Context: an optimization exercise on an open-source flow, tuned for a short achievable clock period and few clock cycles per item. The choices shown serve that exercise and are no tape-out recipe. Only simulation tests tie the RTL to the original design; equivalence was not proved. The clock input has no modelled driver; a real chip could not lean on it and would need a root buffer or a full tree.

==> xenon: inputs <==
Design hub75_output, start of the top module:
module hub75_output (
   input  logic                     clk_in,
   input  logic                     rst_in,
   input  pov_pkg::column_pair_t    column_data,
   input  logic [($clog2(32))-1:0]   address_data,
   input  logic                     tvalid,
   output logic                     tready,
   output logic                     tlast,
   output pov_pkg::rgb_bits_t       rgb0,
   output pov_pkg::rgb_bits_t       rgb1,
   output logic                     led_clk,
   output logic                     led_latch,
   output logic                     led_blank,
   output logic [($clog2(32))-1:0]   hub75_address
);
Settings: LEC_CHECK=0, CAP_MARGIN=20, CORE_AREA=2 2 288 288, DIE_AREA=0 0 290 290, PLACE_DENSITY=0.8, SETUP_SLACK_MARGIN=3.5, SLEW_MARGIN=20; clock period 5.0 ns.
standard.sh (not shown) runs the stock make flow with config.mk's settings and CLKGATE_MAP_FILE= SYNTH_SCRIPT=/design/flow/synth_recipe.tcl, a recipe that flattens the netlist after the stock synthesis.
==> flow/flow/run.sh <==
#!/bin/bash
# Standard ORFS layout (standard.sh) with two changes:
#  - pins placed one routing track apart instead of two, so the die can be smaller;
#  - the clock tree is built by flow/manual_cts.tcl (a two-level tree of clkbuf_16)
#    instead of TritonCTS.
# Full tool output goes to standard.log; ORFS's per-step logs are under orfs/logs.
bash standard.sh 'PLACE_PINS_ARGS=-min_distance 1 -min_distance_in_tracks' "PRE_CTS_TCL=$PWD/flow/manual_cts.tcl" finish > standard.log 2>&1
==> flow/flow/manual_cts.tcl <==
# Two-level clock tree built by hand, in place of TritonCTS.
#   clk_in -> MID_N clkbuf_16 (one per group of leaf buffers)
#          -> leaf clkbuf_16 (one per cluster of about LEAF_SIZE flops)
#          -> flip-flop clock pins
# Every flop sees the same number of buffers; clusters come from k-means
# on the placed flop positions, each buffer sits at its loads' centroid.

set leaf_size 25
set mid_n 4
set leaf_cap [expr {int($leaf_size * 1.3)}]
set buf_master_name sky130_fd_sc_hd__clkbuf_16
set leaf_master_name sky130_fd_sc_hd__clkbuf_16

set db [ord::get_db]
set block [ord::get_db_block]
set master [$db findMaster $buf_master_name]
set leaf_master [$db findMaster $leaf_master_name]
set clk_net [$block findNet clk_in]

proc iterm_xy {it} {
  set bb [[$it getInst] getBBox]
  return [list [expr {([$bb xMin] + [$bb xMax]) / 2.0}] [expr {([$bb yMin] + [$bb yMax]) / 2.0}]]
}

# k-means; pts is a list of {x y}; returns the cluster index of each point
proc kmeans {pts k iters} {
  set n [llength $pts]
  # seed with points spread along the sorted order
  set order [lsort -real -index 0 [lmap p $pts {set p}]]
  set cx {}
  set cy {}
  for {set i 0} {$i < $k} {incr i} {
    set p [lindex $order [expr {int(($i + 0.5) * $n / $k)}]]
    lappend cx [lindex $p 0]
    lappend cy [lindex $p 1]
  }
  # better seeding: grid over the bounding box
  set xs [lmap p $pts {lindex $p 0}]
  set ys [lmap p $pts {lindex $p 1}]
  set x0 [tcl::mathfunc::min {*}$xs]
  set x1 [tcl::mathfunc::max {*}$xs]
  set y0 [tcl::mathfunc::min {*}$ys]
  set y1 [tcl::mathfunc::max {*}$ys]
  set g [expr {int(ceil(sqrt($k)))}]
  set cx {}
  set cy {}
  for {set i 0} {$i < $k} {incr i} {
    set gx [expr {$i % $g}]
    set gy [expr {$i / $g}]
    set rows [expr {int(ceil(double($k) / $g))}]
    lappend cx [expr {$x0 + ($gx + 0.5) * ($x1 - $x0) / $g}]
    lappend cy [expr {$y0 + ($gy + 0.5) * ($y1 - $y0) / $rows}]
  }
  set assign [lrepeat $n 0]
  for {set it 0} {$it < $iters} {incr it} {
    set assign {}
    foreach p $pts {
      set px [lindex $p 0]
      set py [lindex $p 1]
      set best 0
      set bd 1e30
      for {set c 0} {$c < $k} {incr c} {
        set dx [expr {$px - [lindex $cx $c]}]
        set dy [expr {$py - [lindex $cy $c]}]
        set d [expr {$dx * $dx + $dy * $dy}]
        if {$d < $bd} {
          set bd $d
          set best $c
        }
      }
      lappend assign $best
    }
    set sx [lrepeat $k 0.0]
    set sy [lrepeat $k 0.0]
    set sn [lrepeat $k 0]
    foreach p $pts a $assign {
      lset sx $a [expr {[lindex $sx $a] + [lindex $p 0]}]
      lset sy $a [expr {[lindex $sy $a] + [lindex $p 1]}]
      lset sn $a [expr {[lindex $sn $a] + 1}]
    }
    for {set c 0} {$c < $k} {incr c} {
      if {[lindex $sn $c] > 0} {
        lset cx $c [expr {[lindex $sx $c] / [lindex $sn $c]}]
        lset cy $c [expr {[lindex $sy $c] / [lindex $sn $c]}]
      }
    }
  }
  return [list $assign $cx $cy]
}

proc place_at {inst x y} {
  set m [$inst getMaster]
  set w [$m getWidth]
  set h [$m getHeight]
  $inst setLocation [expr {int($x - $w / 2)}] [expr {int($y - $h / 2)}]
  $inst setPlacementStatus PLACED
}

# sinks: every clock pin on clk_in
set sinks {}
foreach it [$clk_net getITerms] {
  if {[$it isInputSignal] || [[$it getMTerm] getSigType] == "CLOCK" || 1} {
    lappend sinks $it
  }
}
set n_sinks [llength $sinks]
set n_leaf [expr {int(ceil(double($n_sinks) / $leaf_size))}]
puts "manual CTS: $n_sinks sinks, $n_leaf leaf buffers, $mid_n mid buffers"

set pts [lmap it $sinks {iterm_xy $it}]
lassign [kmeans $pts $n_leaf 30] assign lcx lcy

# split any cluster over leaf_cap in two, until none is
set changed 1
while {$changed} {
  set changed 0
  set cnt [lrepeat $n_leaf 0]
  foreach a $assign { lset cnt $a [expr {[lindex $cnt $a] + 1}] }
  for {set c 0} {$c < $n_leaf} {incr c} {
    if {[lindex $cnt $c] > $leaf_cap} {
      set idx {}
      set sub {}
      set i 0
      foreach p $pts a $assign {
        if {$a == $c} { lappend idx $i; lappend sub $p }
        incr i
      }
      lassign [kmeans $sub 2 20] sa scx scy
      lset lcx $c [lindex $scx 0]
      lset lcy $c [lindex $scy 0]
      lappend lcx [lindex $scx 1]
      lappend lcy [lindex $scy 1]
      foreach i $idx a $sa {
        if {$a == 1} { lset assign $i $n_leaf }
      }
      incr n_leaf
      set changed 1
      break
    }
  }
}
# drop empty clusters
set cnt [lrepeat $n_leaf 0]
foreach a $assign { lset cnt $a [expr {[lindex $cnt $a] + 1}] }
set remap {}
set ncx {}
set ncy {}
set k 0
for {set c 0} {$c < $n_leaf} {incr c} {
  if {[lindex $cnt $c] > 0} {
    lappend remap $k
    lappend ncx [lindex $lcx $c]
    lappend ncy [lindex $lcy $c]
    incr k
  } else {
    lappend remap -1
  }
}
set assign [lmap a $assign {lindex $remap $a}]
set lcx $ncx
set lcy $ncy
set n_leaf $k

# leaf buffers
set leaf_insts {}
for {set c 0} {$c < $n_leaf} {incr c} {
  set inst [odb::dbInst_create $block $leaf_master "clkbuf_leaf_m$c"]
  set net [odb::dbNet_create $block "clknet_leaf_m$c"]
  $net setSigType CLOCK
  [$inst findITerm X] connect $net
  place_at $inst [lindex $lcx $c] [lindex $lcy $c]
  lappend leaf_insts $inst
  set leaf_net($c) $net
  set leaf_cnt($c) 0
}
foreach it $sinks a $assign {
  $it disconnect
  $it connect $leaf_net($a)
  incr leaf_cnt($a)
}
set sizes {}
for {set c 0} {$c < $n_leaf} {incr c} { lappend sizes $leaf_cnt($c) }
puts "manual CTS: leaf cluster sizes $sizes"

# mid buffers over the leaf buffers
set lpts {}
for {set c 0} {$c < $n_leaf} {incr c} { lappend lpts [list [lindex $lcx $c] [lindex $lcy $c]] }
lassign [kmeans $lpts $mid_n 30] massign mcx mcy
for {set m 0} {$m < $mid_n} {incr m} {
  set inst [odb::dbInst_create $block $master "clkbuf_mid_m$m"]
  set net [odb::dbNet_create $block "clknet_mid_m$m"]
  $net setSigType CLOCK
  [$inst findITerm X] connect $net
  [$inst findITerm A] connect $clk_net
  place_at $inst [lindex $mcx $m] [lindex $mcy $m]
  set mid_net($m) $net
  set mid_cnt($m) 0
}
foreach inst $leaf_insts a $massign {
  [$inst findITerm A] connect $mid_net($a)
  incr mid_cnt($a)
}
set sizes {}
for {set m 0} {$m < $mid_n} {incr m} { lappend sizes $mid_cnt($m) }
puts "manual CTS: mid group sizes $sizes"

set_propagated_clock [all_clocks]

# the tree is built: the flow's own CTS call becomes a no-op
proc clock_tree_synthesis {args} {
  puts "manual CTS: clock_tree_synthesis $args skipped"
}
==> zinc (differences from xenon) <==
--- a/flow/flow/manual_cts.tcl
+++ b/flow/flow/manual_cts.tcl
@@ -7,7 +7,7 @@
 
-set leaf_size 25
+set leaf_size 30
 set mid_n 4
 set leaf_cap [expr {int($leaf_size * 1.3)}]
-set buf_master_name sky130_fd_sc_hd__clkbuf_16
-set leaf_master_name sky130_fd_sc_hd__clkbuf_16
+set buf_master_name sky130_fd_sc_hd__clkinv_16
+set leaf_master_name sky130_fd_sc_hd__clkinv_8
 
@@ -90,2 +90,9 @@
 
+proc out_iterm {inst} {
+  foreach it [$inst getITerms] {
+    if {[$it isOutputSignal]} { return $it }
+  }
+  error "no output pin on [$inst getName]"
+}
+
 proc place_at {inst x y} {
@@ -169,3 +176,3 @@
   $net setSigType CLOCK
-  [$inst findITerm X] connect $net
+  [out_iterm $inst] connect $net
   place_at $inst [lindex $lcx $c] [lindex $lcy $c]
@@ -192,3 +199,3 @@
   $net setSigType CLOCK
-  [$inst findITerm X] connect $net
+  [out_iterm $inst] connect $net
   [$inst findITerm A] connect $clk_net
==> garnet (differences from xenon) <==
--- a/flow/flow/manual_cts.tcl
+++ b/flow/flow/manual_cts.tcl
@@ -7,7 +7,7 @@
 
-set leaf_size 25
+set leaf_size 40
 set mid_n 4
 set leaf_cap [expr {int($leaf_size * 1.3)}]
-set buf_master_name sky130_fd_sc_hd__clkbuf_16
-set leaf_master_name sky130_fd_sc_hd__clkbuf_16
+set buf_master_name sky130_fd_sc_hd__clkinv_16
+set leaf_master_name sky130_fd_sc_hd__clkinv_16
 
@@ -90,2 +90,9 @@
 
+proc out_iterm {inst} {
+  foreach it [$inst getITerms] {
+    if {[$it isOutputSignal]} { return $it }
+  }
+  error "no output pin on [$inst getName]"
+}
+
 proc place_at {inst x y} {
@@ -169,3 +176,3 @@
   $net setSigType CLOCK
-  [$inst findITerm X] connect $net
+  [out_iterm $inst] connect $net
   place_at $inst [lindex $lcx $c] [lindex $lcy $c]
@@ -192,3 +199,3 @@
   $net setSigType CLOCK
-  [$inst findITerm X] connect $net
+  [out_iterm $inst] connect $net
   [$inst findITerm A] connect $clk_net
==> out/qor.yml <==
layout:
  final_core_util_pct: 67.2
  seq_area_sq_mm: 0.0240
  finalNonFillerCells: 4965
  antenna_cells: 122
drt:
  wl_met3_um: 14000
  drtAntennaViolNets: 0
setup_path:
  required_ns: 4.00
  cpPeakStageDelay_ns: 0.36
  startpoint_type: "flop"
global_route:
  grt_use_met1_pct: 25.7
  grt_pass1_vias: 25153
sta:
  finalSetupViolations: 0
hold_path:
  min_path_type: "reg2reg"
outcome:
  status: "timing/DRC/antenna clean"
flow_run:
  max_cap_violations: 0
the above is filed under xenon

==> out/qor.yml <==
outcome:
  status: "stopped before the end"
  lastStage: "global routing"
  stop_error: "[ERROR GRT-0232] Routing congestion too high. Check the congestion heatmap in the GUI."
logic_synthesis:
  postSynthAreaPerCell_sq_um: 14.7
  synth_area_sq_mm: 0.0384
  synth-edff-count: 5
  synthXorXnorAreaFrac_pct: 0.182
  syn_nets: 3776
  synth-compound-area-share_pct: 0.443
  yosys-top-cells-area: "dfxtp_1 62%, mux2_2 34%, buf_2 1.5%, edfxtp_1 0.39%, ha_1 0.23%"
  ys_warn_count: 8
floorplan:
  fp.dieW_um: 290
  rows: 104
  start_util_pct: 47.5
global_route:
  grt_use_met1_pct: 53.2
  met3_usage_pct: 40.3
  grt_overflow: 8
place:
  port-buffer-count: 1175
  post-place-ws_ns: 2.48
the above is filed under zinc

==> out/qor.yml <==
outcome:
  status: "stopped before the end"
  lastStage: "clock tree synthesis"
  stop_error: "[ERROR DPL-0038] Utilization greater than 100%, impossible to legalize"
floorplan:
  ios: 1176
  rows: 104
  fp.dieW_um: 290
  start_util_pct: 47.5
logic_synthesis:
  netlist_instances: 2609
  synthXorXnorAreaFrac_pct: 0.182
  synth_most_common_cell: "dfxtp_1"
  async_reset_ff_share_pct: 0
  synth_top_family_by_area: "multiplexers"
  ys.flop_type: "dfxtp_1"
  yosysTopAreaCellShare_pct: 62.1
  ys_seq_area_share_pct: 62.5
place:
  port-buffer-count: 1175
the above is filed under garnet

Testbench counts of xenon, summed over its fixed seeds: cycles 62,488, items 320.
Testbench counts of zinc, summed over its fixed seeds: cycles 62,488, items 320.
Testbench counts of garnet, summed over its fixed seeds: cycles 62,488, items 320.
The clock cells of xenon come from the design's own scripts or RTL, not from TritonCTS.

## separate check: timing with driven ports
The flow's constraints put no driver on any port. The routed layout listed below was extracted and timed again, unchanged, in two steps. Step 1, drivers: a clkbuf_16 drives clk_in and a buf_2 each remaining input, both assumed. Step 2, shift: input delay + t, output delay - t, t = (earliest + latest rising clock arrival at the registers) / 2. This alone moves slack from input paths to output paths. Slacks: no drivers / after step 1 / after step 2; pairs: no drivers / after step 1.
run: xenon
t, ns: 0.574
setup slack, ns: 3.049 / 2.910 / 3.021
clock arrival spread, ns: 0.087 / 0.087
After both steps setup and hold are still met in xenon. The setup slack of xenon moves by -0.139 ns with the drivers and by -0.028 ns with both steps.
